This design comes from an exercise in tuning for small area on the open sky130 flow, not from production work.
No activity file was given, so power comes from the tool's default toggle rates.

==> flow/design.v <==
package moa_pkg;
   localparam int CHANNELS   = 16;
   localparam int OVERSAMPLE = 16;
   localparam int FULL_SCALE = 4095;
   localparam int UV_PER_MV  = 1000;
   localparam int FUNC_W     = 3;
   localparam int CH_W       = 4;
   localparam int ADC_W      = 12;
   localparam int MV_W       = 16;
   localparam int UV_W       = 26;
   localparam int AGE_W      = 17;
   localparam int ACC_W      = 20;
   localparam int SCAN_W     = 8;
   localparam int CSR_IDX_W  = 2;
   localparam int CSR_DATA_W = 16;
   localparam int PROD_W     = 28;    
   localparam int DIV_W      = 38;    
   localparam int CH_AW      = (CHANNELS > 1) ? $clog2(CHANNELS) : 1;
   localparam logic [FUNC_W-1:0] FUNC_SAMPLE  = 3'd0;
   localparam logic [FUNC_W-1:0] FUNC_ERROR   = 3'd1;
   localparam logic [FUNC_W-1:0] FUNC_TICK    = 3'd2;
   localparam logic [FUNC_W-1:0] FUNC_READ    = 3'd3;
   localparam logic [FUNC_W-1:0] FUNC_CONVERT = 3'd4;
   localparam logic [CSR_IDX_W-1:0] CSR_VREFINT_CAL  = 2'd0;
   localparam logic [CSR_IDX_W-1:0] CSR_NOMINAL_MV   = 2'd1;
   localparam logic [CSR_IDX_W-1:0] CSR_VREF_CHANNEL = 2'd2;
   localparam logic [MV_W-1:0]  NOMINAL_MV_RESET = 16'd3300;
   localparam logic [MV_W-1:0]  MV_MAX           = 16'hFFFF;
   localparam logic [UV_W-1:0]  UV_MAX           = 26'h3FF_FFFF;
   localparam logic [ADC_W-1:0] ADC_MAX          = 12'hFFF;
   localparam logic [AGE_W-1:0] AGE_MAX          = 17'h1_FFFF;
   typedef struct packed {
      logic [FUNC_W-1:0] func;
      logic [CH_W-1:0]   channel;
      logic [ADC_W-1:0]  value;
      logic              last_of_scan;
      logic [MV_W-1:0]   max_age_ms;
   } req_type;
   typedef struct packed {
      logic [ADC_W-1:0] avg_raw;
      logic [MV_W-1:0]  vdda_mv;
      logic [UV_W-1:0]  microvolts;
      logic             ready_res;
      logic             fresh;
   } rsp_type;
   typedef struct packed {
      logic [ADC_W-1:0] vrefint_cal;
      logic [MV_W-1:0]  nominal_vdda_mv;
      logic [CH_W-1:0]  vref_channel;
   } cfg_type;
endpackage
module multichannel_oversample_averager (
   input  logic        clock,
   input  logic        reset,
   input  logic        req_valid,
   output logic        req_ready,
   input  logic [35:0] req_data,
   output logic        rsp_valid,
   input  logic        rsp_ready,
   output logic [55:0] rsp_data,
   input  logic        csr_valid,
   output logic        csr_ready,
   input  logic [1:0]  csr_index,
   input  logic [15:0] csr_data
);
   localparam logic [3:0] S_IDLE = 4'd0;
   localparam logic [3:0] S_CLR  = 4'd1;    
   localparam logic [3:0] S_ADD  = 4'd2;    
   localparam logic [3:0] S_SWA  = 4'd3;    
   localparam logic [3:0] S_SWB  = 4'd4;    
   localparam logic [3:0] S_RNOW = 4'd5;    
   localparam logic [3:0] S_PRE1 = 4'd6;    
   localparam logic [3:0] S_MUL1 = 4'd7;    
   localparam logic [3:0] S_DIV1 = 4'd8;    
   localparam logic [3:0] S_RAVG = 4'd9;    
   localparam logic [3:0] S_MUL2 = 4'd10;   
   localparam logic [3:0] S_MUL3 = 4'd11;   
   localparam logic [3:0] S_DIV2 = 4'd12;   
   localparam logic [3:0] S_OUT  = 4'd13;   
   wire [2:0]  r_func = req_data[35:33];
   wire [3:0]  r_ch   = req_data[32:29];
   wire [11:0] r_val  = req_data[28:17];
   wire        r_last = req_data[16];
   wire [15:0] r_age  = req_data[15:0];
   logic [11:0]  cal;
   logic [15:0]  nom;
   logic [3:0]   vch;
   logic [3:0]   st;
   logic [8:0]   ph;
   logic [3:0]   ch;
   logic         flag;      
   logic [3:0]   scan;
   logic         rdy;
   logic [15:0]  age_n;
   logic         age_cy;    
   logic         age_ovf;   
   logic         fresh;
   logic [11:0]  avg_r;
   logic [15:0]  mv;
   wire  [11:0]  now = mv[15:4];
   logic [37:0]  z;
   logic [511:0] ring;
   logic         cy;
   logic         clamp;
   always_ff @(posedge clock) begin
      if (reset) begin
         cal <= '0;
         nom <= 16'd3300;
         vch <= '0;
      end else if (csr_valid) begin
         case (csr_index)
            2'd0: cal <= csr_data[11:0];
            2'd1: nom <= csr_data;
            2'd2: vch <= csr_data[3:0];
            default: ;
         endcase
      end
   end
   assign csr_ready = 1'b1;
   wire [3:0] slot     = ph[8:5];
   wire [4:0] o        = ph[4:0];
   wire       o_last   = &o;
   wire       idle     = (st == S_IDLE) && o_last;
   wire       accept   = req_valid && idle;
   wire [3:0] tgt      = (st == S_RNOW) ? vch : ch;
   wire       in_slot  = (slot == tgt);
   wire       slot_end = in_slot && o_last;
   wire       ring_st  = (st == S_ADD) || (st == S_SWA) || (st == S_SWB) ||
                         (st == S_RNOW) || (st == S_RAVG);
   wire       st_adv   = o_last && (!ring_st || in_slot) && (st != S_IDLE) &&
                         (st != S_CLR || ph[8:5] == 4'd15);
   wire       st_home  = (st == S_CLR) || (st == S_SWB) || (st == S_ADD && !flag);
   wire  hout   = ring[511];
   wire  addact = (st == S_ADD) && in_slot && (o < 5'd20);
   logic hin;
   always_comb begin
      hin = hout;
      if (st == S_CLR)
         hin = 1'b0;
      else if (st == S_SWA && o >= 5'd20)
         hin = ring[15] | clamp;      
      else if (st == S_SWB && o < 5'd20)
         hin = 1'b0;
      else if (addact)
         hin = hout ^ avg_r[0] ^ cy;
   end
   always_ff @(posedge clock) begin
      ring <= {ring[510:0], hin};
      cy   <= addact & ((hout & avg_r[0]) | (hout & cy) | (avg_r[0] & cy));
      if (o < 5'd16)
         clamp <= 1'b0;
      else if (o < 5'd20)
         clamp <= clamp | hout;
   end
   wire age_inc = (accept && r_func == 3'd2) | age_cy;
   wire age_top = (ph[3:0] == 4'd14);
   always_ff @(posedge clock) begin
      if (st == S_CLR || st == S_SWA)
         age_n <= {1'b1, age_n[15:1]};
      else
         age_n <= {age_n[0] ^ age_inc, age_n[15:1]};
   end
   wire [16:0] age_cmp = {1'b0, r_age} + {1'b0, age_n} + 17'd1;
   wire        age_le  = age_cmp[16];
   wire        mul   = (st == S_MUL1) || (st == S_MUL2) || (st == S_MUL3);
   wire [11:0] mcand = (st == S_MUL1) ? cal : (st == S_MUL2) ? 12'd1000 : avg_r;
   wire [12:0] alu_a = mul ? {1'b0, z[37:26]} : z[37:25];
   wire [12:0] alu_b = mul ? (z[0] ? {1'b0, mcand} : 13'd0)
                           : ((st == S_DIV1) ? {1'b1, ~now} : 13'h1000);
   wire [13:0] alu   = {1'b0, alu_a} + {1'b0, alu_b} + {13'd0, ~mul};
   wire        ge    = alu[13];
   wire        skip  = (now == 12'd0) || (cal == 12'd0);
   wire        ovf   = |z[25:16];
   wire        run   = (o < 5'd26) && !((st == S_MUL1 || st == S_DIV1) && skip);
   always_ff @(posedge clock) begin
      case (st)
         S_PRE1: if (o_last) z <= {1'b0, now[11:1], 10'd0, nom};
         S_MUL1, S_MUL2, S_MUL3: begin
            if (run) z <= {alu[12:0], z[25:1]};
            if (st == S_MUL2 && o_last) z[36:26] <= '1;
         end
         S_DIV1, S_DIV2: begin
            if (run) z <= ge ? {alu[11:0], z[24:0], 1'b1} : {z[36:0], 1'b0};
            if (st == S_DIV1 && o_last) z <= {22'd0, z[15:0] | {16{ovf}}};
         end
         default: ;
      endcase
   end
   always_ff @(posedge clock) begin
      if (st == S_RNOW && in_slot && o >= 5'd20)
         mv <= {hout, mv[15:1]};
      else if (st == S_MUL2 && !o[4])
         mv <= {z[0], mv[15:1]};
   end
   always_ff @(posedge clock) begin
      if (accept)
         avg_r <= r_val;
      else if ((st == S_ADD && in_slot) || (st == S_DIV2 && !flag))
         avg_r <= {1'b0, avg_r[11:1]};
      else if (st == S_RAVG && in_slot && o >= 5'd20)
         avg_r <= {hout, avg_r[11:1]};
   end
   always_ff @(posedge clock) begin
      if (accept) begin
         ch    <= r_ch;
         flag  <= (r_func == 3'd0) ? (r_last && (scan == 4'd15)) : (r_func == 3'd3);
         fresh <= rdy && !age_ovf && age_le;
      end
   end
   always_ff @(posedge clock) begin
      if (reset) begin
         st      <= S_CLR;
         ph      <= '0;
         scan    <= '0;
         rdy     <= 1'b0;
         age_cy  <= 1'b0;
         age_ovf <= 1'b0;
      end else begin
         ph     <= ph + 1'b1;
         age_cy <= age_inc && !age_n[0] && !age_top;
         if (age_inc && !age_n[0] && age_top)
            age_ovf <= 1'b1;
         if (accept) begin
            case (r_func)
               3'd0: begin
                  st <= S_ADD;
                  if (r_last) begin
                     scan <= scan + 1'b1;
                     if (scan == 4'd15) begin
                        age_ovf <= 1'b0;
                        rdy     <= 1'b1;
                     end
                  end
               end
               3'd1: rdy <= 1'b0;
               3'd3, 3'd4: st <= S_RNOW;
               default: ;
            endcase
         end
         if (st == S_OUT) begin
            if (rsp_ready) st <= S_IDLE;
         end else if (st_adv) begin
            if (st_home) st <= S_IDLE;
            else if (st == S_DIV1 && !flag) st <= S_MUL2;
            else st <= st + 1'b1;
         end
      end
   end
   assign req_ready = idle;
   assign rsp_valid = (st == S_OUT);
   assign rsp_data  = {avg_r, mv, z[25:0], rdy, fresh};
endmodule
==> flow/config.mk <==
export PLATFORM = sky130hd
export DESIGN_NAME = multichannel_oversample_averager
export DESIGN_NICKNAME = multichannel_oversample_averager
export VERILOG_FILES = /design/flow/design.v
export SDC_FILE = /design/flow/constraint.sdc
export NUM_CORES = 4
export LEC_CHECK = 0
export CAP_MARGIN = 5
export CORE_MARGIN = 2
export CORE_UTILIZATION = 60
export PLACE_DENSITY = 0.7
export SLEW_MARGIN = 5
==> flow/constraint.sdc <==
create_clock -name core_clock -period 9.0 [get_ports {clock}]
set_input_delay 1.8000 -clock core_clock [delete_from_list [all_inputs] [get_ports {clock}]]
set_output_delay 1.8000 -clock core_clock [all_outputs]
set_load 0.01 [all_outputs]
standard.sh (not shown) runs the stock make flow with config.mk's settings and CLKGATE_MAP_FILE= SYNTH_SCRIPT=/design/flow/synth_recipe.tcl, a recipe that flattens the netlist after the stock synthesis.
==> flow/flow/run.sh <==
#!/bin/bash
# Standard layout with two changes: ports get a small buffer (buf_1) instead of the
# default, and clock tree synthesis inserts no dummy loads.
set -euo pipefail
export BUFFER_PORTS_ARGS="-buffer_cell sky130_fd_sc_hd__buf_1"
export CTS_ARGS="-sink_clustering_enable -repair_clock_nets -dont_use_dummy_load -buf_list sky130_fd_sc_hd__buf_12 -sink_clustering_size 28 -sink_clustering_max_diameter 90"
bash standard.sh > standard.log 2>&1
Next try:
--- a/flow/design.v
+++ b/flow/design.v
@@ -96,10 +96,11 @@
    logic         age_ovf;   
    logic         fresh;
    logic [11:0]  avg_r;
    logic [15:0]  mv;
+   logic         mv_ovf;
    wire  [11:0]  now = mv[15:4];
-   logic [37:0]  z;
+   logic [39:0]  z;
    logic [511:0] ring;
    logic         cy;
    logic         clamp;
    always_ff @(posedge clock) begin
@@ -163,35 +164,40 @@
    wire [16:0] age_cmp = {1'b0, r_age} + {1'b0, age_n} + 17'd1;
    wire        age_le  = age_cmp[16];
    wire        mul   = (st == S_MUL1) || (st == S_MUL2) || (st == S_MUL3);
    wire [11:0] mcand = (st == S_MUL1) ? cal : (st == S_MUL2) ? 12'd1000 : avg_r;
-   wire [12:0] alu_a = mul ? {1'b0, z[37:26]} : z[37:25];
-   wire [12:0] alu_b = mul ? (z[0] ? {1'b0, mcand} : 13'd0)
+   wire [12:0] alu_a = mul ? {1'b0, z[39:28]} : z[39:27];
+   wire        mbit  = (st == S_MUL2) ? (!o[4] && (z[0] | mv_ovf)) : z[0];
+   wire [12:0] alu_b = mul ? (mbit ? {1'b0, mcand} : 13'd0)
                            : ((st == S_DIV1) ? {1'b1, ~now} : 13'h1000);
    wire [13:0] alu   = {1'b0, alu_a} + {1'b0, alu_b} + {13'd0, ~mul};
    wire        ge    = alu[13];
    wire        skip  = (now == 12'd0) || (cal == 12'd0);
-   wire        ovf   = |z[25:16];
-   wire        run   = (o < 5'd26) && !((st == S_MUL1 || st == S_DIV1) && skip);
+   wire        ovf   = |z[27:16];
+   wire        run   = ~(o[4] & o[3] & o[2]) && !((st == S_MUL1 || st == S_DIV1) && skip);
    always_ff @(posedge clock) begin
       case (st)
-         S_PRE1: if (o_last) z <= {1'b0, now[11:1], 10'd0, nom};
+         S_PRE1: if (o_last) z <= {1'b0, now[11:1], 12'd0, nom};
          S_MUL1, S_MUL2, S_MUL3: begin
-            if (run) z <= {alu[12:0], z[25:1]};
-            if (st == S_MUL2 && o_last) z[36:26] <= '1;
+            if (run) z <= {alu[12:0], z[27:1]};
+            if (st == S_MUL2 && o_last) z[38:28] <= '1;
          end
          S_DIV1, S_DIV2: begin
-            if (run) z <= ge ? {alu[11:0], z[24:0], 1'b1} : {z[36:0], 1'b0};
-            if (st == S_DIV1 && o_last) z <= {22'd0, z[15:0] | {16{ovf}}};
+            if (run) z <= ge ? {alu[11:0], z[26:0], 1'b1} : {z[38:0], 1'b0};
+            if (st == S_DIV1 && o_last) z[39:28] <= '0;
          end
          default: ;
       endcase
    end
    always_ff @(posedge clock) begin
       if (st == S_RNOW && in_slot && o >= 5'd20)
          mv <= {hout, mv[15:1]};
       else if (st == S_MUL2 && !o[4])
-         mv <= {z[0], mv[15:1]};
+         mv <= {z[0] | mv_ovf, mv[15:1]};
+   end
+   always_ff @(posedge clock) begin
+      if (st == S_DIV1 && o_last)
+         mv_ovf <= ovf;
    end
    always_ff @(posedge clock) begin
       if (accept)
          avg_r <= r_val;
Setup slack gains 1.1 ns.
Design area hardly moves.
Combinational power came out lower by 5.4%.
Synthesized area is about the same.
Count of clock-buffer cells in the layout came out lower by 1.
Total power stays flat.
Die area is about the same.
Hold slack gains 0.0051 ns.
Wire length came out higher by 1.4%.
Via count came out lower by 1.5%.
Synthesized cell count came out lower by 0.66%.
Critical path depth came out lower by 1.
Non-clock buffer count came out lower by 2.
No run of this note included a check of the RTL's function; only the layout flow was run.

## what the ideal ports hide
Ports are ideal in the flow. The routed layouts listed here were re-timed in OpenROAD. Step 1 assumes that a clkbuf_16 drives the clock port and a buf_2 every other input. Step 2 also shifts input and output timing later by t, the mid clock arrival at the registers, as if the neighbouring blocks saw the same clock. Three values: ideal, step 1, step 2; two values: the first two.
run | t, ns | setup slack, ns | worst setup path after step 2 | worst slew at a driven data input, ns | cell pins on the clock port's net
the first run | 0.550 | 2.525 / 2.525 / 2.525 | register to register | 0.05 | 1
the second run | 0.564 | 3.628 / 3.628 / 3.628 | register to register | 0.07 | 1
After both steps every run listed still meets setup and hold.
